What follows belongs to an exercise in optimizing a design on an open flow for small area, a short achievable clock period and few clock cycles; a production flow would make more cautious choices.
Function was checked by simulation only, so behaviour that the tests miss may differ from the original.
Power figures rest on the tool's default switching activity, not on a simulated workload.

==> design/flow/design.v <==
module rts_top (
  input  logic        clk,
  input  logic        rst,
  input  logic        in_valid,
  output logic        in_ready,
  input  logic [2:0]  in_action,
  input  logic [63:0] in_name,
  input  logic [63:0] in_type,
  input  logic [15:0] in_quantity,
  input  logic [2:0]  in_priority,
  input  logic [1:0]  in_sort_key,
  output logic        out_valid,
  input  logic        out_ready,
  output logic [2:0]  out_status,
  output logic [63:0] out_name,
  output logic [63:0] out_type,
  output logic [15:0] out_quantity,
  output logic [2:0]  out_priority,
  output logic [6:0]  out_compare_count,
  output logic        out_last
);
  localparam int CAP = 16;
  localparam logic [2:0] A_ADD = 3'd0, A_RM = 3'd1, A_SORT = 3'd2, A_SRCH = 3'd3, A_LIST = 3'd4;
  localparam logic [2:0] ST_OK = 3'd0, ST_FULL = 3'd1, ST_NF = 3'd2, ST_NS = 3'd3, ST_BAD = 3'd4;
  function automatic logic [63:0] norm_key(input logic [63:0] k);
    logic [63:0] r;
    logic        z;
    r = '0;
    z = 1'b0;
    for (int i = 0; i < 8; i++) begin
      if (k[63-8*i -: 8] == 8'd0) z = 1'b1;
      if (!z) r[63-8*i -: 8] = k[63-8*i -: 8];
    end
    norm_key = r;
  endfunction
  function automatic logic [1:0] fa(input logic x, input logic y, input logic z);
    fa = {(x & y) | (x & z) | (y & z), x ^ y ^ z};
  endfunction
  function automatic logic [2:0] pc7(input logic [6:0] x);
    logic [1:0] f0, f1, f2, f3;
    f0 = fa(x[0], x[1], x[2]);
    f1 = fa(x[3], x[4], x[5]);
    f2 = fa(f0[0], f1[0], x[6]);
    f3 = fa(f0[1], f1[1], f2[1]);
    pc7 = {f3[1], f3[0], f2[0]};
  endfunction
  function automatic logic [3:0] pc15(input logic [14:0] x);
    logic [1:0] f0, f1, f2, f3, f4, g0, g1, h0, h1, h2, h3;
    f0 = fa(x[0],  x[1],  x[2]);
    f1 = fa(x[3],  x[4],  x[5]);
    f2 = fa(x[6],  x[7],  x[8]);
    f3 = fa(x[9],  x[10], x[11]);
    f4 = fa(x[12], x[13], x[14]);
    g0 = fa(f0[0], f1[0], f2[0]);
    g1 = fa(f0[1], f1[1], f2[1]);
    h0 = fa(g0[0], f3[0], f4[0]);
    h1 = fa(f3[1], f4[1], g0[1]);
    h2 = fa(g1[0], h0[1], h1[0]);
    h3 = fa(g1[1], h1[1], h2[1]);
    pc15 = {h3[1], h3[0], h2[0], h0[0]};
  endfunction
  function automatic logic [3:0] pc16(input logic [15:0] x);
    logic [2:0] a, b;
    logic [1:0] f0, f1, f2, h0, h1, h2;
    a  = pc7(x[6:0]);
    b  = pc7(x[13:7]);
    f0 = fa(a[0], b[0], x[14]);
    h0 = {f0[0] & x[15], f0[0] ^ x[15]};
    f1 = fa(a[1], b[1], f0[1]);
    h1 = {f1[0] & h0[1], f1[0] ^ h0[1]};
    f2 = fa(a[2], b[2], f1[1]);
    h2 = {f2[0] & h1[1], f2[0] ^ h1[1]};
    pc16 = {f2[1] ^ h2[1], h2[0], h1[0], h0[0]};
  endfunction
  function automatic logic [1:0] cmp4(input logic [3:0] x, input logic [3:0] y);
    logic [3:0] g, e;
    g = ~x & y;
    e = ~(x ^ y);
    cmp4 = {g[3] | (e[3] & (g[2] | (e[2] & (g[1] | (e[1] & g[0]))))), &e};
  endfunction
  function automatic logic [1:0] cmp64(input logic [63:0] x, input logic [63:0] y);
    logic [63:0] g, e;
    g = ~x & y;
    e = ~(x ^ y);
    for (int w = 32; w >= 1; w = w / 2) begin
      for (int i = 0; i < w; i++) begin
        g[i] = g[2*i+1] | (e[2*i+1] & g[2*i]);
        e[i] = e[2*i+1] & e[2*i];
      end
    end
    cmp64 = {g[0], e[0]};
  endfunction
  function automatic logic [3:0] clamp_dec(input logic s, input logic [3:0] d);
    case ({s, d})
      5'd0: clamp_dec = 4'd0;
      5'd1: clamp_dec = 4'd0;
      5'd2: clamp_dec = 4'd1;
      5'd3: clamp_dec = 4'd2;
      5'd4: clamp_dec = 4'd3;
      5'd5: clamp_dec = 4'd4;
      5'd6: clamp_dec = 4'd5;
      5'd7: clamp_dec = 4'd6;
      5'd8: clamp_dec = 4'd7;
      5'd9: clamp_dec = 4'd8;
      5'd10: clamp_dec = 4'd9;
      5'd11: clamp_dec = 4'd10;
      5'd12: clamp_dec = 4'd11;
      5'd13: clamp_dec = 4'd12;
      5'd14: clamp_dec = 4'd13;
      5'd15: clamp_dec = 4'd14;
      5'd16: clamp_dec = 4'd0;
      5'd17: clamp_dec = 4'd0;
      5'd18: clamp_dec = 4'd0;
      5'd19: clamp_dec = 4'd1;
      5'd20: clamp_dec = 4'd2;
      5'd21: clamp_dec = 4'd3;
      5'd22: clamp_dec = 4'd4;
      5'd23: clamp_dec = 4'd5;
      5'd24: clamp_dec = 4'd6;
      5'd25: clamp_dec = 4'd7;
      5'd26: clamp_dec = 4'd8;
      5'd27: clamp_dec = 4'd9;
      5'd28: clamp_dec = 4'd10;
      5'd29: clamp_dec = 4'd11;
      5'd30: clamp_dec = 4'd12;
      5'd31: clamp_dec = 4'd13;
      default: clamp_dec = 4'd0;
    endcase
  endfunction
  function automatic logic [2:0] bst_depth(input logic [4:0] nn, input logic [3:0] p);
    bst_depth = 3'd7;
    case ({nn, p})
      {5'd1, 4'd0}: bst_depth = 3'd0;
      {5'd2, 4'd0}: bst_depth = 3'd0;
      {5'd2, 4'd1}: bst_depth = 3'd1;
      {5'd3, 4'd0}: bst_depth = 3'd1;
      {5'd3, 4'd1}: bst_depth = 3'd0;
      {5'd3, 4'd2}: bst_depth = 3'd1;
      {5'd4, 4'd0}: bst_depth = 3'd1;
      {5'd4, 4'd1}: bst_depth = 3'd0;
      {5'd4, 4'd2}: bst_depth = 3'd1;
      {5'd4, 4'd3}: bst_depth = 3'd2;
      {5'd5, 4'd0}: bst_depth = 3'd1;
      {5'd5, 4'd1}: bst_depth = 3'd2;
      {5'd5, 4'd2}: bst_depth = 3'd0;
      {5'd5, 4'd3}: bst_depth = 3'd1;
      {5'd5, 4'd4}: bst_depth = 3'd2;
      {5'd6, 4'd0}: bst_depth = 3'd1;
      {5'd6, 4'd1}: bst_depth = 3'd2;
      {5'd6, 4'd2}: bst_depth = 3'd0;
      {5'd6, 4'd3}: bst_depth = 3'd2;
      {5'd6, 4'd4}: bst_depth = 3'd1;
      {5'd6, 4'd5}: bst_depth = 3'd2;
      {5'd7, 4'd0}: bst_depth = 3'd2;
      {5'd7, 4'd1}: bst_depth = 3'd1;
      {5'd7, 4'd2}: bst_depth = 3'd2;
      {5'd7, 4'd3}: bst_depth = 3'd0;
      {5'd7, 4'd4}: bst_depth = 3'd2;
      {5'd7, 4'd5}: bst_depth = 3'd1;
      {5'd7, 4'd6}: bst_depth = 3'd2;
      {5'd8, 4'd0}: bst_depth = 3'd2;
      {5'd8, 4'd1}: bst_depth = 3'd1;
      {5'd8, 4'd2}: bst_depth = 3'd2;
      {5'd8, 4'd3}: bst_depth = 3'd0;
      {5'd8, 4'd4}: bst_depth = 3'd2;
      {5'd8, 4'd5}: bst_depth = 3'd1;
      {5'd8, 4'd6}: bst_depth = 3'd2;
      {5'd8, 4'd7}: bst_depth = 3'd3;
      {5'd9, 4'd0}: bst_depth = 3'd2;
      {5'd9, 4'd1}: bst_depth = 3'd1;
      {5'd9, 4'd2}: bst_depth = 3'd2;
      {5'd9, 4'd3}: bst_depth = 3'd3;
      {5'd9, 4'd4}: bst_depth = 3'd0;
      {5'd9, 4'd5}: bst_depth = 3'd2;
      {5'd9, 4'd6}: bst_depth = 3'd1;
      {5'd9, 4'd7}: bst_depth = 3'd2;
      {5'd9, 4'd8}: bst_depth = 3'd3;
      {5'd10, 4'd0}: bst_depth = 3'd2;
      {5'd10, 4'd1}: bst_depth = 3'd1;
      {5'd10, 4'd2}: bst_depth = 3'd2;
      {5'd10, 4'd3}: bst_depth = 3'd3;
      {5'd10, 4'd4}: bst_depth = 3'd0;
      {5'd10, 4'd5}: bst_depth = 3'd2;
      {5'd10, 4'd6}: bst_depth = 3'd3;
      {5'd10, 4'd7}: bst_depth = 3'd1;
      {5'd10, 4'd8}: bst_depth = 3'd2;
      {5'd10, 4'd9}: bst_depth = 3'd3;
      {5'd11, 4'd0}: bst_depth = 3'd2;
      {5'd11, 4'd1}: bst_depth = 3'd3;
      {5'd11, 4'd2}: bst_depth = 3'd1;
      {5'd11, 4'd3}: bst_depth = 3'd2;
      {5'd11, 4'd4}: bst_depth = 3'd3;
      {5'd11, 4'd5}: bst_depth = 3'd0;
      {5'd11, 4'd6}: bst_depth = 3'd2;
      {5'd11, 4'd7}: bst_depth = 3'd3;
      {5'd11, 4'd8}: bst_depth = 3'd1;
      {5'd11, 4'd9}: bst_depth = 3'd2;
      {5'd11, 4'd10}: bst_depth = 3'd3;
      {5'd12, 4'd0}: bst_depth = 3'd2;
      {5'd12, 4'd1}: bst_depth = 3'd3;
      {5'd12, 4'd2}: bst_depth = 3'd1;
      {5'd12, 4'd3}: bst_depth = 3'd2;
      {5'd12, 4'd4}: bst_depth = 3'd3;
      {5'd12, 4'd5}: bst_depth = 3'd0;
      {5'd12, 4'd6}: bst_depth = 3'd2;
      {5'd12, 4'd7}: bst_depth = 3'd3;
      {5'd12, 4'd8}: bst_depth = 3'd1;
      {5'd12, 4'd9}: bst_depth = 3'd3;
      {5'd12, 4'd10}: bst_depth = 3'd2;
      {5'd12, 4'd11}: bst_depth = 3'd3;
      {5'd13, 4'd0}: bst_depth = 3'd2;
      {5'd13, 4'd1}: bst_depth = 3'd3;
      {5'd13, 4'd2}: bst_depth = 3'd1;
      {5'd13, 4'd3}: bst_depth = 3'd3;
      {5'd13, 4'd4}: bst_depth = 3'd2;
      {5'd13, 4'd5}: bst_depth = 3'd3;
      {5'd13, 4'd6}: bst_depth = 3'd0;
      {5'd13, 4'd7}: bst_depth = 3'd2;
      {5'd13, 4'd8}: bst_depth = 3'd3;
      {5'd13, 4'd9}: bst_depth = 3'd1;
      {5'd13, 4'd10}: bst_depth = 3'd3;
      {5'd13, 4'd11}: bst_depth = 3'd2;
      {5'd13, 4'd12}: bst_depth = 3'd3;
      {5'd14, 4'd0}: bst_depth = 3'd2;
      {5'd14, 4'd1}: bst_depth = 3'd3;
      {5'd14, 4'd2}: bst_depth = 3'd1;
      {5'd14, 4'd3}: bst_depth = 3'd3;
      {5'd14, 4'd4}: bst_depth = 3'd2;
      {5'd14, 4'd5}: bst_depth = 3'd3;
      {5'd14, 4'd6}: bst_depth = 3'd0;
      {5'd14, 4'd7}: bst_depth = 3'd3;
      {5'd14, 4'd8}: bst_depth = 3'd2;
      {5'd14, 4'd9}: bst_depth = 3'd3;
      {5'd14, 4'd10}: bst_depth = 3'd1;
      {5'd14, 4'd11}: bst_depth = 3'd3;
      {5'd14, 4'd12}: bst_depth = 3'd2;
      {5'd14, 4'd13}: bst_depth = 3'd3;
      {5'd15, 4'd0}: bst_depth = 3'd3;
      {5'd15, 4'd1}: bst_depth = 3'd2;
      {5'd15, 4'd2}: bst_depth = 3'd3;
      {5'd15, 4'd3}: bst_depth = 3'd1;
      {5'd15, 4'd4}: bst_depth = 3'd3;
      {5'd15, 4'd5}: bst_depth = 3'd2;
      {5'd15, 4'd6}: bst_depth = 3'd3;
      {5'd15, 4'd7}: bst_depth = 3'd0;
      {5'd15, 4'd8}: bst_depth = 3'd3;
      {5'd15, 4'd9}: bst_depth = 3'd2;
      {5'd15, 4'd10}: bst_depth = 3'd3;
      {5'd15, 4'd11}: bst_depth = 3'd1;
      {5'd15, 4'd12}: bst_depth = 3'd3;
      {5'd15, 4'd13}: bst_depth = 3'd2;
      {5'd15, 4'd14}: bst_depth = 3'd3;
      {5'd16, 4'd0}: bst_depth = 3'd3;
      {5'd16, 4'd1}: bst_depth = 3'd2;
      {5'd16, 4'd2}: bst_depth = 3'd3;
      {5'd16, 4'd3}: bst_depth = 3'd1;
      {5'd16, 4'd4}: bst_depth = 3'd3;
      {5'd16, 4'd5}: bst_depth = 3'd2;
      {5'd16, 4'd6}: bst_depth = 3'd3;
      {5'd16, 4'd7}: bst_depth = 3'd0;
      {5'd16, 4'd8}: bst_depth = 3'd3;
      {5'd16, 4'd9}: bst_depth = 3'd2;
      {5'd16, 4'd10}: bst_depth = 3'd3;
      {5'd16, 4'd11}: bst_depth = 3'd1;
      {5'd16, 4'd12}: bst_depth = 3'd3;
      {5'd16, 4'd13}: bst_depth = 3'd2;
      {5'd16, 4'd14}: bst_depth = 3'd3;
      {5'd16, 4'd15}: bst_depth = 3'd4;
      default: bst_depth = 3'd7;
    endcase
  endfunction
  logic [63:0] s_name [0:CAP-1];
  logic [63:0] s_type [0:CAP-1];
  logic [15:0] s_qty  [0:CAP-1];
  logic [2:0]  s_prio [0:CAP-1];
  logic [CAP-1:0] valid;
  logic [3:0]  pos [0:CAP-1];
  logic [3:0]  rn  [0:CAP-1];
  logic [3:0]  rt  [0:CAP-1];
  logic [3:0]  dsum [0:CAP-1];    
  logic [CAP-1:0] dsub;           
  logic [4:0]  n;
  logic        n16, n15;          
  logic        sorted;
  logic [6:0]  cmp_cnt;
  logic        q_v;
  logic [2:0]  q_act;
  logic [1:0]  q_crit;
  logic [63:0] q_name, q_type;
  logic [15:0] q_qty;
  logic [2:0]  q_prio;
  logic           s3_v;
  logic [2:0]     s3_act;
  logic [1:0]     s3_crit;
  logic           s3_full;
  logic [CAP-1:0] s3_slot;
  logic [CAP-1:0] c_nlt, c_neq, c_tlt, c_teq;
  logic           s3_sortb;
  logic           s3_multi;            
  logic [3:0]     ksel [0:CAP-1];      
  logic           pre_ok;              
  logic [2:0]     s3_prio;
  logic [3:0]     lidx;
  logic [1:0]     qc;
  logic [CAP-1:0] e0_sel, e1_sel;
  logic [2:0]     e0_st, e1_st;
  logic           e0_last, e1_last;
  logic [6:0]     e0_cmp, e1_cmp;
  logic room;
  assign room = (qc != 2'd2);
  logic s3_done, s3_accept, emit;
  logic [CAP-1:0] b_sel;
  logic [2:0]     b_st;
  logic           b_last;
  logic [6:0]     b_cmp;
  logic is_list_last;
  assign is_list_last = (n == 5'd0) || ({1'b0, lidx} == n - 5'd1);
  assign s3_done = s3_v && room && !s3_multi;
  assign s3_accept = !s3_v || s3_done;
  logic           s3_addok;
  logic [CAP-1:0] busy, free1;
  logic           s2_full, hazard, s2_adv, s2_wr;
  logic [CAP-1:0] refd;
  logic [CAP-1:0] c2_nlt, c2_neq, c2_tlt, c2_teq;
  assign s3_addok = s3_v && (s3_act == A_ADD) && !s3_full;
  assign refd     = ((qc != 2'd0) ? e0_sel : '0) | ((qc == 2'd2) ? e1_sel : '0);
  assign busy     = valid | (s3_addok ? s3_slot : '0) | refd;
  assign s2_full  = n16 || (n15 && s3_addok);
  assign hazard   = (q_act == A_ADD) && (s2_full ? (s3_v && (s3_act == A_RM)) : (&busy));
  assign s2_adv   = q_v && s3_accept && !hazard;
  assign s2_wr    = q_v && (q_act == A_ADD) && !s2_full;
  assign in_ready = !q_v || s2_adv;
  always_comb begin
    free1 = '0;
    for (int a = CAP-1; a >= 0; a--) if (!busy[a]) free1 = CAP'(1) << a;
  end
  always_comb begin
    for (int a = 0; a < CAP; a++) begin
      {c2_nlt[a], c2_neq[a]} = cmp64(q_name, s_name[a]);
      {c2_tlt[a], c2_teq[a]} = cmp64(q_type, s_type[a]);
    end
  end
  always_ff @(posedge clk) begin
    for (int a = 0; a < CAP; a++) begin
      if (s2_wr && free1[a]) begin
        s_name[a] <= q_name;
        s_type[a] <= q_type;
        s_qty[a]  <= q_qty;
        s_prio[a] <= q_prio;
      end
    end
  end
  always_ff @(posedge clk) begin
    if (rst) q_v <= 1'b0;
    else if (in_ready) q_v <= in_valid;
    if (in_ready) begin
      q_act  <= in_action;
      q_crit <= in_sort_key;
      q_name <= norm_key(in_name);
      q_type <= norm_key(in_type);
      q_qty  <= in_quantity;
      if (in_priority == 3'd0)      q_prio <= 3'd1;
      else if (in_priority > 3'd5)  q_prio <= 3'd5;
      else                          q_prio <= in_priority;
    end
  end
  always_ff @(posedge clk) begin
    if (rst) s3_v <= 1'b0;
    else if (s3_accept) s3_v <= s2_adv;
    if (s3_accept) begin
      s3_act  <= q_act;
      s3_crit <= q_crit;
      s3_full <= s2_full;
      s3_prio <= q_prio;
      pre_ok  <= pre_go && pre_valid;
      s3_slot <= free1;
      c_nlt   <= c2_nlt;
      c_neq   <= c2_neq;
      c_tlt   <= c2_tlt;
      c_teq   <= c2_teq;
    end
  end
  logic       n_s3v, n_use_s3;
  logic [2:0] n_s3act;
  logic [1:0] n_s3crit, n_qcrit, ksel_crit;
  always_comb begin
    n_s3v    = !rst && (s3_accept ? s2_adv : s3_v);
    n_s3act  = s3_accept ? q_act  : s3_act;
    n_s3crit = s3_accept ? q_crit : s3_crit;
    n_qcrit  = in_ready ? in_sort_key : q_crit;
    n_use_s3 = n_s3v && (n_s3act == A_SORT && n_s3crit != 2'd3);
    ksel_crit = n_use_s3 ? n_s3crit : n_qcrit;
  end
  logic [CAP-1:0] plt [0:CAP-1];    
  logic [CAP-1:0] klt [0:CAP-1];    
  logic [CAP-1:0] keq [0:CAP-1];    
  always_comb begin
    for (int a = 0; a < CAP; a++) begin
      plt[a][a] = 1'b0;
      klt[a][a] = 1'b0;
      keq[a][a] = 1'b0;
    end
    for (int a = 0; a < CAP; a++) begin
      for (int b = a + 1; b < CAP; b++) begin
        logic [1:0] pc, kc;
        pc = cmp4(pos[b], pos[a]);
        kc = cmp4(ksel[b], ksel[a]);
        plt[a][b] = pc[1];
        plt[b][a] = !pc[1] && !pc[0];
        klt[a][b] = kc[1];
        klt[b][a] = !kc[1] && !kc[0];
        keq[a][b] = kc[0];
        keq[b][a] = kc[0];
      end
    end
  end
  logic [CAP-1:0] rm_m, rm_f;
  logic           rm_found;
  logic [CAP-1:0] rm_pdec, rm_tdec, rm_le;
  logic [3:0]     rm_rt;
  always_comb begin
    rm_m = valid & c_neq;
    for (int a = 0; a < CAP; a++) rm_pdec[a] = |(rm_m & plt[a]);
    for (int a = 0; a < CAP; a++) rm_f[a] = rm_m[a] && !rm_pdec[a];
    rm_found = |rm_m;
    rm_rt    = '0;
    for (int a = 0; a < CAP; a++) rm_rt = rm_rt | ({4{rm_f[a]}} & rt[a]);
    for (int a = 0; a < CAP; a++) begin
      rm_tdec[a] = cmp4(rm_rt, rt[a]) == 2'b10;   
      rm_le[a]   = |(rm_f & (klt[a] | keq[a]));   
    end
  end
  logic [3:0] add_rn, add_rt;
  always_comb begin
    add_rn = pc16(valid & ~c_nlt & ~c_neq);
    add_rt = pc16(valid & ~c_tlt & ~c_teq);
  end
  logic [3:0] newpos [0:CAP-1];
  logic [3:0] cle    [0:CAP-1];
  logic [3:0] dnext  [0:CAP-1];
  always_comb begin
    for (int a = 0; a < CAP; a++) begin
      logic [14:0] xb, xc;
      for (int b = 0; b < CAP; b++) if (b != a) begin
        xb[(b < a) ? b : b - 1] = valid[b] & (klt[a][b] | (keq[a][b] & plt[a][b]));
        xc[(b < a) ? b : b - 1] = valid[b] & plt[a][b] & (klt[a][b] | keq[a][b]);
      end
      newpos[a] = pc15(xb);
      cle[a]    = pc15(xc);
      dnext[a] = valid[a] ? cle[a] : 4'd0;
    end
  end
  logic           pre_go, pre_valid, s3_rmok;
  logic [CAP-1:0] le_new;
  logic [3:0]     c_new;
  always_comb begin
    pre_go    = s2_adv && (q_act == A_SORT) && (q_crit != 2'd3);
    s3_rmok   = s3_v && (s3_act == A_RM) && rm_found;
    pre_valid = !s3_v || !(s3_act == A_SORT && s3_crit != 2'd3);
    for (int b = 0; b < CAP; b++) begin
      case (q_crit)
        2'd0:    le_new[b] = valid[b] & ~c_nlt[b];
        2'd1:    le_new[b] = valid[b] & ~c_tlt[b];
        default: le_new[b] = valid[b] & (s_prio[b] >= s3_prio);
      endcase
    end
    c_new = pc16(le_new);
  end
  logic [6:0] tri_n, cmp_new;
  logic [3:0] dcl [0:CAP-1];
  always_comb begin
    case (n)
      5'd2: tri_n = 7'd1;
      5'd3: tri_n = 7'd3;
      5'd4: tri_n = 7'd6;
      5'd5: tri_n = 7'd10;
      5'd6: tri_n = 7'd15;
      5'd7: tri_n = 7'd21;
      5'd8: tri_n = 7'd28;
      5'd9: tri_n = 7'd36;
      5'd10: tri_n = 7'd45;
      5'd11: tri_n = 7'd55;
      5'd12: tri_n = 7'd66;
      5'd13: tri_n = 7'd78;
      5'd14: tri_n = 7'd91;
      5'd15: tri_n = 7'd105;
      5'd16: tri_n = 7'd120;
      default: tri_n = 7'd0;
    endcase
    for (int i = 0; i < CAP; i++) dcl[i] = clamp_dec(dsub[i], dsum[i]);
    cmp_new = (tri_n + 7'd16) + {3'd0, ~dcl[0]} + {3'd0, ~dcl[1]} + {3'd0, ~dcl[2]} + {3'd0, ~dcl[3]}
            + {3'd0, ~dcl[4]} + {3'd0, ~dcl[5]} + {3'd0, ~dcl[6]} + {3'd0, ~dcl[7]}
            + {3'd0, ~dcl[8]} + {3'd0, ~dcl[9]} + {3'd0, ~dcl[10]} + {3'd0, ~dcl[11]}
            + {3'd0, ~dcl[12]} + {3'd0, ~dcl[13]} + {3'd0, ~dcl[14]} + {3'd0, ~dcl[15]};
  end
  logic [2:0] dep [0:CAP-1];
  logic [CAP-1:0] sr_m, sr_w;
  logic [4:0] lvl_hit;
  always_comb begin
    sr_m = valid & c_neq;
    for (int a = 0; a < CAP; a++) dep[a] = bst_depth(n, pos[a]);
    for (int l = 0; l < 5; l++) begin
      lvl_hit[l] = 1'b0;
      for (int a = 0; a < CAP; a++) if (sr_m[a] && dep[a] == 3'(l)) lvl_hit[l] = 1'b1;
    end
    for (int a = 0; a < CAP; a++) begin
      sr_w[a] = 1'b0;
      if (sr_m[a]) begin
        case (dep[a])
          3'd0: sr_w[a] = 1'b1;
          3'd1: sr_w[a] = !lvl_hit[0];
          3'd2: sr_w[a] = !(|lvl_hit[1:0]);
          3'd3: sr_w[a] = !(|lvl_hit[2:0]);
          3'd4: sr_w[a] = !(|lvl_hit[3:0]);
          default: sr_w[a] = 1'b0;
        endcase
      end
    end
  end
  logic [CAP-1:0] ls_sel;
  always_comb begin
    for (int a = 0; a < CAP; a++) ls_sel[a] = valid[a] && (pos[a] == lidx);
  end
  always_comb begin
    emit   = 1'b0;
    b_sel  = '0;
    b_st   = ST_OK;
    b_last = 1'b1;
    b_cmp  = cmp_cnt;
    if (s3_v && room) begin
      case (s3_act)
        A_ADD: begin
          emit = 1'b1;
          b_st = s3_full ? ST_FULL : ST_OK;
        end
        A_RM: begin
          emit = 1'b1;
          b_st = rm_found ? ST_OK : ST_NF;
        end
        A_SORT: begin
          if (s3_crit == 2'd3) begin
            emit = 1'b1;
            b_st = ST_BAD;
          end else if (s3_sortb || pre_ok) begin
            emit  = 1'b1;
            b_cmp = cmp_new;
          end
        end
        A_SRCH: begin
          emit = 1'b1;
          if (!sorted)        b_st = ST_NS;
          else if (|sr_m)     b_sel = sr_w;
          else                b_st = ST_NF;
        end
        A_LIST: begin
          emit   = 1'b1;
          b_sel  = ls_sel;
          b_last = is_list_last;
        end
        default: ;
      endcase
    end
  end
  always_ff @(posedge clk) begin
    if (rst) begin
      valid    <= '0;
      n        <= '0;
      n16      <= 1'b0;
      n15      <= 1'b0;
      sorted   <= 1'b0;
      cmp_cnt  <= '0;
      s3_sortb <= 1'b0;
      lidx     <= '0;
    end else if (s3_v && room) begin
      n   <= n_nx;
      n16 <= (n_nx == 5'd16);
      n15 <= (n_nx == 5'd15);
      case (s3_act)
        A_ADD: if (!s3_full) begin
          valid  <= valid | s3_slot;
          sorted <= 1'b0;
        end
        A_RM: if (rm_found) begin
          valid <= valid & ~rm_f;
        end
        A_SORT: if (s3_crit != 2'd3) begin
          if (pre_ok) begin
            cmp_cnt  <= cmp_new;
            sorted   <= (s3_crit == 2'd0);
          end else if (!s3_sortb) begin
            s3_sortb <= 1'b1;
          end else begin
            s3_sortb <= 1'b0;
            cmp_cnt  <= cmp_new;
            sorted   <= (s3_crit == 2'd0);
          end
        end
        A_LIST: lidx <= is_list_last ? 4'd0 : lidx + 4'd1;
        default: ;
      endcase
    end
  end
  logic [3:0] pos_nx [0:CAP-1];
  logic [3:0] rn_nx  [0:CAP-1];
  logic [3:0] rt_nx  [0:CAP-1];
  logic [2:0] pr_nx  [0:CAP-1];
  logic [4:0] n_nx;
  always_comb begin
    n_nx = n;
    if (s3_v && room) begin
      if (s3_act == A_ADD && !s3_full) n_nx = n + 5'd1;
      if (s3_act == A_RM && rm_found)  n_nx = n - 5'd1;
    end
    for (int a = 0; a < CAP; a++) begin
      pos_nx[a] = pos[a];
      rn_nx[a]  = rn[a];
      rt_nx[a]  = rt[a];
      pr_nx[a]  = (s2_wr && free1[a]) ? q_prio : s_prio[a];
      if (s3_v && room) begin
        case (s3_act)
          A_ADD: if (!s3_full) begin
            if (s3_slot[a]) begin
              pos_nx[a] = n[3:0];
              rn_nx[a]  = add_rn;
              rt_nx[a]  = add_rt;
            end else begin
              rn_nx[a] = rn[a] + {3'd0, c_nlt[a]};
              rt_nx[a] = rt[a] + {3'd0, c_tlt[a]};
            end
          end
          A_RM: if (rm_found) begin
            pos_nx[a] = pos[a] - {3'd0, rm_pdec[a]};
            rn_nx[a]  = rn[a]  - {3'd0, c_nlt[a]};
            rt_nx[a]  = rt[a]  - {3'd0, rm_tdec[a]};
          end
          A_SORT: if (s3_crit != 2'd3 && !s3_sortb) begin
            pos_nx[a] = newpos[a];
          end
          default: ;
        endcase
      end
    end
  end
  always_ff @(posedge clk) begin
    for (int a = 0; a < CAP; a++) begin
      pos[a] <= pos_nx[a];
      rn[a]  <= rn_nx[a];
      rt[a]  <= rt_nx[a];
      case (ksel_crit)
        2'd0:    ksel[a] <= rn_nx[a];
        2'd1:    ksel[a] <= rt_nx[a];
        default: ksel[a] <= {1'b0, ~pr_nx[a]};
      endcase
    end
  end
  always_ff @(posedge clk) begin
    if (rst) begin
      s3_multi <= 1'b0;
    end else if (s3_accept) begin
      case (q_act)
        A_LIST:  s3_multi <= (n_nx >= 5'd2);
        A_SORT:  s3_multi <= (q_crit != 2'd3) && !(pre_go && pre_valid);
        default: s3_multi <= 1'b0;
      endcase
    end else if (s3_v && room) begin
      if (s3_act == A_LIST) s3_multi <= ({1'b0, lidx} + 5'd2 != n);
      else                  s3_multi <= 1'b0;
    end
  end
  always_ff @(posedge clk) begin
    if (pre_go) begin
      for (int a = 0; a < CAP; a++) begin
        dsum[a] <= (s3_addok && s3_slot[a]) ? c_new : (s3_rmok && rm_f[a]) ? 4'd0 : dnext[a];
        dsub[a] <= s3_rmok && rm_pdec[a] && rm_le[a];
      end
    end else if (s3_v && room && s3_act == A_SORT && s3_crit != 2'd3 && !s3_sortb && !pre_ok) begin
      for (int a = 0; a < CAP; a++) begin
        dsum[a] <= dnext[a];
        dsub[a] <= 1'b0;
      end
    end
  end
  logic pop;
  assign out_valid = (qc != 2'd0);
  assign pop       = out_valid && out_ready;
  always_ff @(posedge clk) begin
    if (rst) begin
      qc <= 2'd0;
    end else begin
      qc <= qc + {1'b0, emit} - {1'b0, pop};
    end
    if (emit && (qc == 2'd0 || (qc == 2'd1 && pop))) begin
      e0_sel <= b_sel; e0_st <= b_st; e0_last <= b_last; e0_cmp <= b_cmp;
    end else if (pop) begin
      e0_sel <= e1_sel; e0_st <= e1_st; e0_last <= e1_last; e0_cmp <= e1_cmp;
    end
    if (emit && qc == 2'd1 && !pop) begin
      e1_sel <= b_sel; e1_st <= b_st; e1_last <= b_last; e1_cmp <= b_cmp;
    end
  end
  always_comb begin
    out_name     = '0;
    out_type     = '0;
    out_quantity = '0;
    out_priority = '0;
    for (int a = 0; a < CAP; a++) begin
      out_name     = out_name     | ({64{e0_sel[a]}} & s_name[a]);
      out_type     = out_type     | ({64{e0_sel[a]}} & s_type[a]);
      out_quantity = out_quantity | ({16{e0_sel[a]}} & s_qty[a]);
      out_priority = out_priority | ({3{e0_sel[a]}}  & s_prio[a]);
    end
  end
  assign out_status        = e0_st;
  assign out_last          = e0_last;
  assign out_compare_count = e0_cmp;
endmodule
==> design/flow/run.sh <==
#!/bin/bash
# synth_recipe.tcl (not shown) runs the flow's synth.tcl, then flattens the netlist and writes it again
# the make line also repeats each setting of config.mk as NAME=value (left out here)
make -C /OpenROAD-flow-scripts/flow DESIGN_CONFIG=/design/flow/config.mk WORK_HOME=/design/flow/orfs CLKGATE_MAP_FILE= SYNTH_SCRIPT=/design/flow/synth_recipe.tcl finish
==> design/flow/config.mk <==
export PLATFORM = sky130hd
export DESIGN_NAME = rts_top
export DESIGN_NICKNAME = rts_top
export VERILOG_FILES = /design/flow/design.v
export SDC_FILE = /design/flow/constraint.sdc
export NUM_CORES = 4
export LEC_CHECK = 0
export CAP_MARGIN = 20
export CORE_MARGIN = 2
export CORE_UTILIZATION = 30
export SETUP_SLACK_MARGIN = 3.0
export SLEW_MARGIN = 20
==> design/flow/constraint.sdc <==
create_clock -name core_clock -period 8.0 [get_ports {clk}]
set_input_delay 1.6000 -clock core_clock [delete_from_list [all_inputs] [get_ports {clk}]]
set_output_delay 1.6000 -clock core_clock [all_outputs]
set_load 0.01 [all_outputs]
==> impl_metrics.json, run 1 <==
{
  "syn-num-nets": 24400,
  "async_reset_ff_frac": 0,
  "critPathKind": "reg -> reg",
  "port_buffers": 315,
  "post-route-util": 0.380,
  "max_freq_ghz": 0.167,
  "grt_usage": 0.326,
  "cp.required_ns": 8.89,
  "slowest_stage": "and2_1",
  "htreeDepth": 5,
  "status": "no timing/DRC/antenna violations",
  "synth_area_leaders": "edfxtp_1 (37%), ha_1 (20%), fa_1 (4.0%)",
  "clk_pin_slew_worst_paths_ns": 0.06,
  "use_met2": 0.457,
  "p_switching_uw": 24800,
  "dieWidth_um": 865,
  "worstPathMaxFanout": 7,
  "grt_util_met3": 0.125,
  "netlist.top_cell.by_area": "edfxtp_1",
  "synth_edf_count": 2737,
  "vias": 210000,
  "hold_viol_final": 0,
  "die_h_um": 865,
  "hold_path_class": "reg -> reg",
  "ys_seq_area_frac": 0.402,
  "setup_viol": 0,
  "grt-ovfl-total": 0,
  "ys_ff_latch": 3096,
  "crit_family": "simple AND/OR/NAND/NOR gates",
  "antenna_found_initial": 169,
  "yosys_warnings": 22,
  "grt_pass1_wl_um": 1690000,
  "fin_nets": 26300,
  "multiInputGateArea_um2": 137000,
  "drtAntennaViolNets": 0,
  "syn_inst": 20200,
  "pin_count": 316,
  "seqCellArea_um2": 89600,
  "layout-drive-gt1-share": 0.213,
  "avgSynthCellArea_um2": 11.0,
  "drc": 0,
  "dieArea_um2": 748000,
  "peakVddDrop_uv": 1000,
  "p_per_area_nw_per_um2": 220,
  "grt_pass1_vias": 192000,
  "clk_latency_ns": 1.10,
  "yosys.cell_types.count": 90,
  "place_area_um2": 242000,
  "max_cap_violations": 0,
  "gp_congestion": 1.13,
  "hold_buffers": 0,
  "p_leak_uw": 0.112,
  "maxSlewHeadroom": 0.107,
  "drtPass1Iterations": 7,
  "drt_iter0_markers": 33700,
  "fin_crit_sh": 0.750,
  "cp_slowest_stage_delay_ns": 0.73,
  "vias_per_cell": 6.47,
  "wl_per_cell_um": 40.0,
  "place_ws_ns": 0.624,
  "cts_tree": "done",
  "seqPwrFrac": 0.308,
  "post-route-min-period_ns": 6.00,
  "core_area_um2": 739000,
  "end_kind": "register",
  "root_buffer": "clkbuf_16",
  "grt_setup_unrepaired": "true",
  "fin_ws_ns": 2.00,
  "fin_skew_ns": 0.168,
  "p_int_uw": 37100,
  "whs_ns": 0.504,
  "initial_utilization": 0.301,
  "power_switching_share": 0.401,
  "numCtsBuffers": 356,
  "row_count": 316,
  "critPathLaunchType": "register",
  "dpl.hpwl_um": 871000,
  "max-clock-path-buffers": 4,
  "grt_max_degree": 100,
  "totalWireLength_um": 1300000,
  "synth_top_flop_cell": "edfxtp_1",
  "clkPwrFrac": 0.280,
  "cts_num_sinks": 3096,
  "worstMarginPinSlew_ns": 1.33,
  "worstPathArrival_ns": 6.89,
  "final_max_slew_viol_count": 0,
  "fillerInstances": 71500,
  "tns_ns": 0,
  "grtUsageMet1": 0.406,
  "grt_busiest_layer": "met2",
  "cp_num_buf_inv": 6,
  "synth_top_area_frac": 0.370,
  "pwr-share-comb": 0.412,
  "fin_area_um2": 281000,
  "syn_area_um2": 222000,
  "area_growth_pct": 26.4
}
logic make-up after synthesis:
logic type,synth area share
mux,0.0187
compound gates,0.184
fa+ha+maj,0.239
simple gates,0.119
flops,0.402
xor+xnor,0.00812
buf+inv,0.0298
sequential cells by signal, indices dropped and copies added (netlist names), 48 cells and up:
signal	count
q_type	64
s_name	1024
pos	64
dcl	64
dsum	64
rn	64
s_qty	256
q_name	64
s_prio	48
s_type	1024
rt	64
ksel	64
cell type report:
type / instances / area share
flip-flops and latches: 3096 / 0.319
repair inverters: 2 / 0.0000535
clock inverters: 229 / 0.00935
diodes: 103 / 0.000918
multi-input cells: 15400 / 0.488
clock buffers: 421 / 0.0332
inverters: 912 / 0.0140
well taps: 9858 / 0.0439
repair buffers: 2390 / 0.0916
power by group through the flow:
stage	Sequential, uW	Clock (uW)	Combinational [uW]
5_1_grt	19100	17900	26000
4_1_cts	19000	17300	22700
6_report	19100	17300	25500
2_1_floorplan	18900	0	8790
3_5_place_dp	19400	0	16600
3_3_place_gp	19400	0	16300
final timing paths:
path | from | end | slack (ns) | cells after the start
max | c_neq[0]$_DFFE_PN_ | ksel[3][2]$_DFF_P_ | 2.00 | 25
max reg2reg | c_neq[0]$_DFFE_PN_ | ksel[3][2]$_DFF_P_ | 2.00 | 25
min reg2reg | e1_cmp[4]$_DFFE_PP_ | e0_cmp[4]$_DFFE_PP_ | 0.50 | 2
min | e1_cmp[4]$_DFFE_PP_ | e0_cmp[4]$_DFFE_PP_ | 0.50 | 2
cells in the final DEF (no fill, tap or decap), drive strengths merged, types with 129 or more instances in the layout:
cell	instances
nor4	129
ha	3521
a211oi	149
a22o	638
buf	2114
inv	833
clkdlybuf4s50	164
a21oi	1272
nand4	916
nor3	199
fa	448
a21o	953
o21ai	1108
o22ai	197
clkinv	154
nand2	1074
mux2i	323
clkbuf	447
nand2b	479
o211ai	138
a221oi	669
nor2b	491
edfxtp	2737
nor2	611
nand3	288
and2	209
xnor2	130
dfxtp	359
Yosys cell counts (288+ instances only):
| cell | count |
|---|---|
| ha_1 | 3521 |
| o21ai_0 | 1104 |
| nand2b_1 | 479 |
| mux2i_1 | 323 |
| fa_1 | 448 |
| a22o_1 | 638 |
| a21o_1 | 953 |
| nand4_1 | 916 |
| a221oi_1 | 669 |
| nand2_1 | 1070 |
| a21oi_1 | 1272 |
| inv_1 | 903 |
| edfxtp_1 | 2737 |
| clkbuf_1 | 652 |
| nand3_1 | 288 |
| dfxtp_1 | 359 |
| nor2_1 | 609 |
| nor2b_1 | 491 |
per-layer routing:
layer  vias to the layer above  routed length, um
li1                      83400                  -
met1                    104000             472000
met2                     17700             512000
met3                      4465             189000
met4                       104             124000
met5                         -               1250
worst reg2reg max path, cell delays in order (launching register included):
cell and delay, ns:
edfxtp_1 0.52, and2_1 0.73, buf_4 0.41, nand2_1 0.09
a211oi_1 0.45, buf_4 0.26, a2111oi_2 0.08, nand4_1 0.29
nor2_4 0.12, buf_12 0.21, a22oi_1 0.22, nand4_1 0.21
nor2_4 0.27, buf_12 0.18, buf_6 0.11, ha_4 0.19
a32o_2 0.28, a21oi_2 0.17, ha_2 0.25, ha_4 0.16
buf_6 0.09, a21oi_2 0.04, o21ai_1 0.19, nand2_1 0.09
mux2i_1 0.14, mux2i_1 0.10
per-stage QoR:
| stage | power [uW] | instances |
|---|---|---|
| floorplan | 27700 | 20200 |
| global placement | 35700 | 30400 |
| detailed placement | 36000 | 30400 |
| CTS | 59000 | 31900 |
| global route | 62900 | 32400 |
| finish | 61900 | 32400 |
what timing repair did:
action,in CTS,in global routing
pin swaps,452,591
resized for setup,2225,1280
setup buffers,758,374
endpoints found under the setup margin,1188,557
endpoints found under the hold margin,0,0
cloned,104,19
Testbench counts, summed over its fixed seeds: cycles 5,277.
==> run 2: changes to the inputs <==
--- a/design/flow/config.mk
+++ b/design/flow/config.mk
@@ -6,7 +6,7 @@
 export NUM_CORES = 4
 export LEC_CHECK = 0
-export CAP_MARGIN = 20
+export CAP_MARGIN = 40
 export CORE_MARGIN = 2
 export CORE_UTILIZATION = 30
 export SETUP_SLACK_MARGIN = 3.0
-export SLEW_MARGIN = 20
+export SLEW_MARGIN = 40
==> run 2 against run 1 <==
Combinational power hardly changed. First-iteration DRC count is 2.8% lower. Synthesized cell count stayed put. Clock power hardly changed. Largest power group unchanged. Register-to-register slack better by 0.09 ns. Sequential power hardly changed.
==> impl_metrics.json, run 2 <==
{
  "clk_pin_slew_worst_paths_ns": 0.06,
  "vias": 208000,
  "peakVddDrop_uv": 1020,
  "worstMarginPinSlew_ns": 1.15,
  "syn_area_um2": 222000,
  "layout_common_cells": "ha_1 (3354), edfxtp_1 (2737), buf_4 (1364)",
  "root_buffer": "clkbuf_16",
  "pin_count": 316,
  "fin_crit_sh": 0.739,
  "p_per_area_nw_per_um2": 220,
  "port_buffers": 315,
  "drt_iter0_markers": 32800,
  "yosys.cell_types.count": 90,
  "synth_area_leaders": "edfxtp_1 (37%), ha_1 (20%), fa_1 (4.0%)",
  "grt_setup_unrepaired": "true",
  "fillerInstances": 71500,
  "post-route-min-period_ns": 5.91,
  "die_h_um": 865,
  "status": "no timing/DRC/antenna violations",
  "reg_top3": "s_name: 1024 flops, s_type: 1024 flops, s_qty: 256 flops",
  "final_max_slew_viol_count": 0,
  "synth_common_cells": "ha_1 (3521), edfxtp_1 (2737), a21oi_1 (1272), o21ai_0 (1104), nand2_1 (1070)",
  "gp_congestion": 1.13,
  "critPathKind": "reg -> reg",
  "critPathLaunchType": "register",
  "finalPower_uw": 61900,
  "reg2reg_depth": 15,
  "core_area_um2": 739000,
  "tns_ns": 0,
  "worstPathArrival_ns": 6.81,
  "grt-ovfl-total": 0,
  "dieWidth_um": 865,
  "syn_inst": 20200,
  "post-route-util": 0.381,
  "numCtsBuffers": 358,
  "fin_ws_ns": 2.09,
  "end_kind": "register",
  "rrSetupSlack_ns": 2.09,
  "area_growth_pct": 26.6,
  "ys_ff_latch": 3096,
  "synth_top_flop_cell": "edfxtp_1",
  "max_freq_ghz": 0.169,
  "layout-drive-gt1-share": 0.218,
  "worstPathMaxFanout": 10,
  "final_common_cell": "ha_1",
  "initial_utilization": 0.301,
  "row_count": 316,
  "drc": 0,
  "drtAntennaViolNets": 0,
  "hold_path_depth": 2,
  "grt_pass1_wl_um": 1680000,
  "dieArea_um2": 748000,
  "grt_usage": 0.324,
  "cp.required_ns": 8.90,
  "syn-num-nets": 24400,
  "dpl.hpwl_um": 873000,
  "grt_pass1_vias": 192000,
  "cts_num_sinks": 3096,
  "totalWireLength_um": 1290000,
  "ys_seq_area_frac": 0.402,
  "synth_most_common_cell": "ha_1",
  "hold_path_class": "reg -> reg",
  "max_cap_violations": 0,
  "grt_max_degree": 91,
  "vias_per_cell": 6.42,
  "htreeDepth": 5,
  "hold_viol_final": 0,
  "antenna_found_initial": 157,
  "synth_edf_count": 2737,
  "place_ws_ns": 0.553,
  "drtPass1Iterations": 9,
  "async_reset_ff_frac": 0,
  "clk_latency_ns": 1.11,
  "maxSlewHeadroom": 0.233,
  "avgSynthCellArea_um2": 11.0,
  "fin_skew_ns": 0.125,
  "yosys_warnings": 22,
  "cts_tree": "done",
  "synth_top_area_frac": 0.370,
  "setup_viol": 0,
  "fin_nets": 26300,
  "max-clock-path-buffers": 4,
  "netlist.top_cell.by_area": "edfxtp_1",
  "p_leak_uw": 0.113,
  "wl_per_cell_um": 39.7
}
==> run 2: worst paths after layout <==
| kind | from | to |
|---|---|---|
| max reg2reg | ksel[0][3]$_DFF_P_ | dcl[0][0]$_DFF_P_ |
| min | e1_cmp[4]$_DFFE_PP_ | e0_cmp[4]$_DFFE_PP_ |
| min reg2reg | e1_cmp[4]$_DFFE_PP_ | e0_cmp[4]$_DFFE_PP_ |
| max | ksel[0][3]$_DFF_P_ | dcl[0][0]$_DFF_P_ |
==> run 2: logic make-up after synthesis <==
kind of cell,count (synthesis),share of synthesized area
AO/OA/AOI/OAI,5955,0.184
AND/OR/NAND/NOR,4882,0.119
adder cells (fa/ha/maj),3971,0.239
flip-flops,3096,0.402
buffers and inverters,1734,0.0298
multiplexers,404,0.0187
XOR/XNOR,206,0.00812
==> run 2: routing by layer <==
layer  wire length (um)  vias to the layer above  GRT usage
met5               1580                        -          0
met4             122000                       94      0.235
met3             184000                     4409      0.121
met2             511000                    17200      0.457
met1             470000                   103000      0.405
li1                   -                    83400          -
==> run 2: through the flow <==
step / instance area, um^2 / hold WS, ns / instances
2_1_floorplan: 223000 / 0.456 / 20200
3_3_place_gp: 242000 / 0.496 / 30400
3_5_place_dp: 243000 / 0.502 / 30400
4_1_cts: 272000 / 0.510 / 31900
5_1_grt: 281000 / 0.529 / 32400
6_report: 281000 / 0.507 / 32500
==> run 2: power by group <==
| part | switching, uW | internal, uW | total (uW) |
|---|---|---|---|
| Combinational | 16000 | 9390 | 25400 |
| Clock | 7660 | 9790 | 17500 |
| Sequential | 973 | 18100 | 19100 |
==> run 2: repair_timing <==
item | in CTS | in global routing
endpoints found under the setup margin | 1186 | 462
gates cloned | 103 | 19
pin swaps | 532 | 627
resized for setup | 2382 | 1173
buffers inserted | 748 | 370
hold buffers | 0 | 0
==> run 2: worst max-delay path: stages, from the launching register on <==
cell and delay (ns):
dfxtp_2 0.70, ha_1 0.30, nand4_1 0.29, and2_4 0.29
or3b_2 0.50, fa_2 0.60, fa_2 0.52, fa_2 0.39
fa_2 0.40, fa_2 0.81, o22ai_4 0.15, mux2i_4 0.27
buf_4 0.18, a21oi_2 0.05, a311oi_1 0.22, a21oi_1 0.06
==> run 2: final cells by class <==
type                    instances  area (um^2)  share of cell area
well taps                    9858        12300              0.0438
diodes                        115          288             0.00102
multi-input cells           15400       137000               0.488
repair buffers               2398        25800              0.0917
repair inverters                3         17.5           0.0000623
clock inverters               227         2610             0.00926
flip-flops and latches       3096        89600               0.318
clock buffers                 425         9500              0.0338
inverters                     912         3890              0.0138

static timing again, ports no longer ideal:
The flow's constraints put no driver on any port. The routed layouts listed below were extracted and timed again, unchanged, in two steps. Step 1 (the two cells are an assumption about what drives the block):
set clk [get_ports {clk}]
set_driving_cell -lib_cell sky130_fd_sc_hd__clkbuf_16 $clk
set_driving_cell -lib_cell sky130_fd_sc_hd__buf_2 [delete_from_list [all_inputs] $clk]
Step 2 adds t to the input delays and takes it off the output delays; t is the mean of the earliest and latest rising clock arrival at the registers after step 1. Input paths then give back, and output paths get back, about the clock's delay inside the block. Slacks: ideal ports / drivers / drivers and shift; pairs: ideal ports / drivers.
run | shift t [ns] | slack for setup (ns) | slew at the worst register clock pin (ns)
run 1 | 1.163 | 1.998 / 1.998 / 1.998 | 0.09 / 0.09
run 2 | 1.194 | 2.092 / 2.092 / 2.092 | 0.09 / 0.09
After both steps every run listed still meets setup and hold.
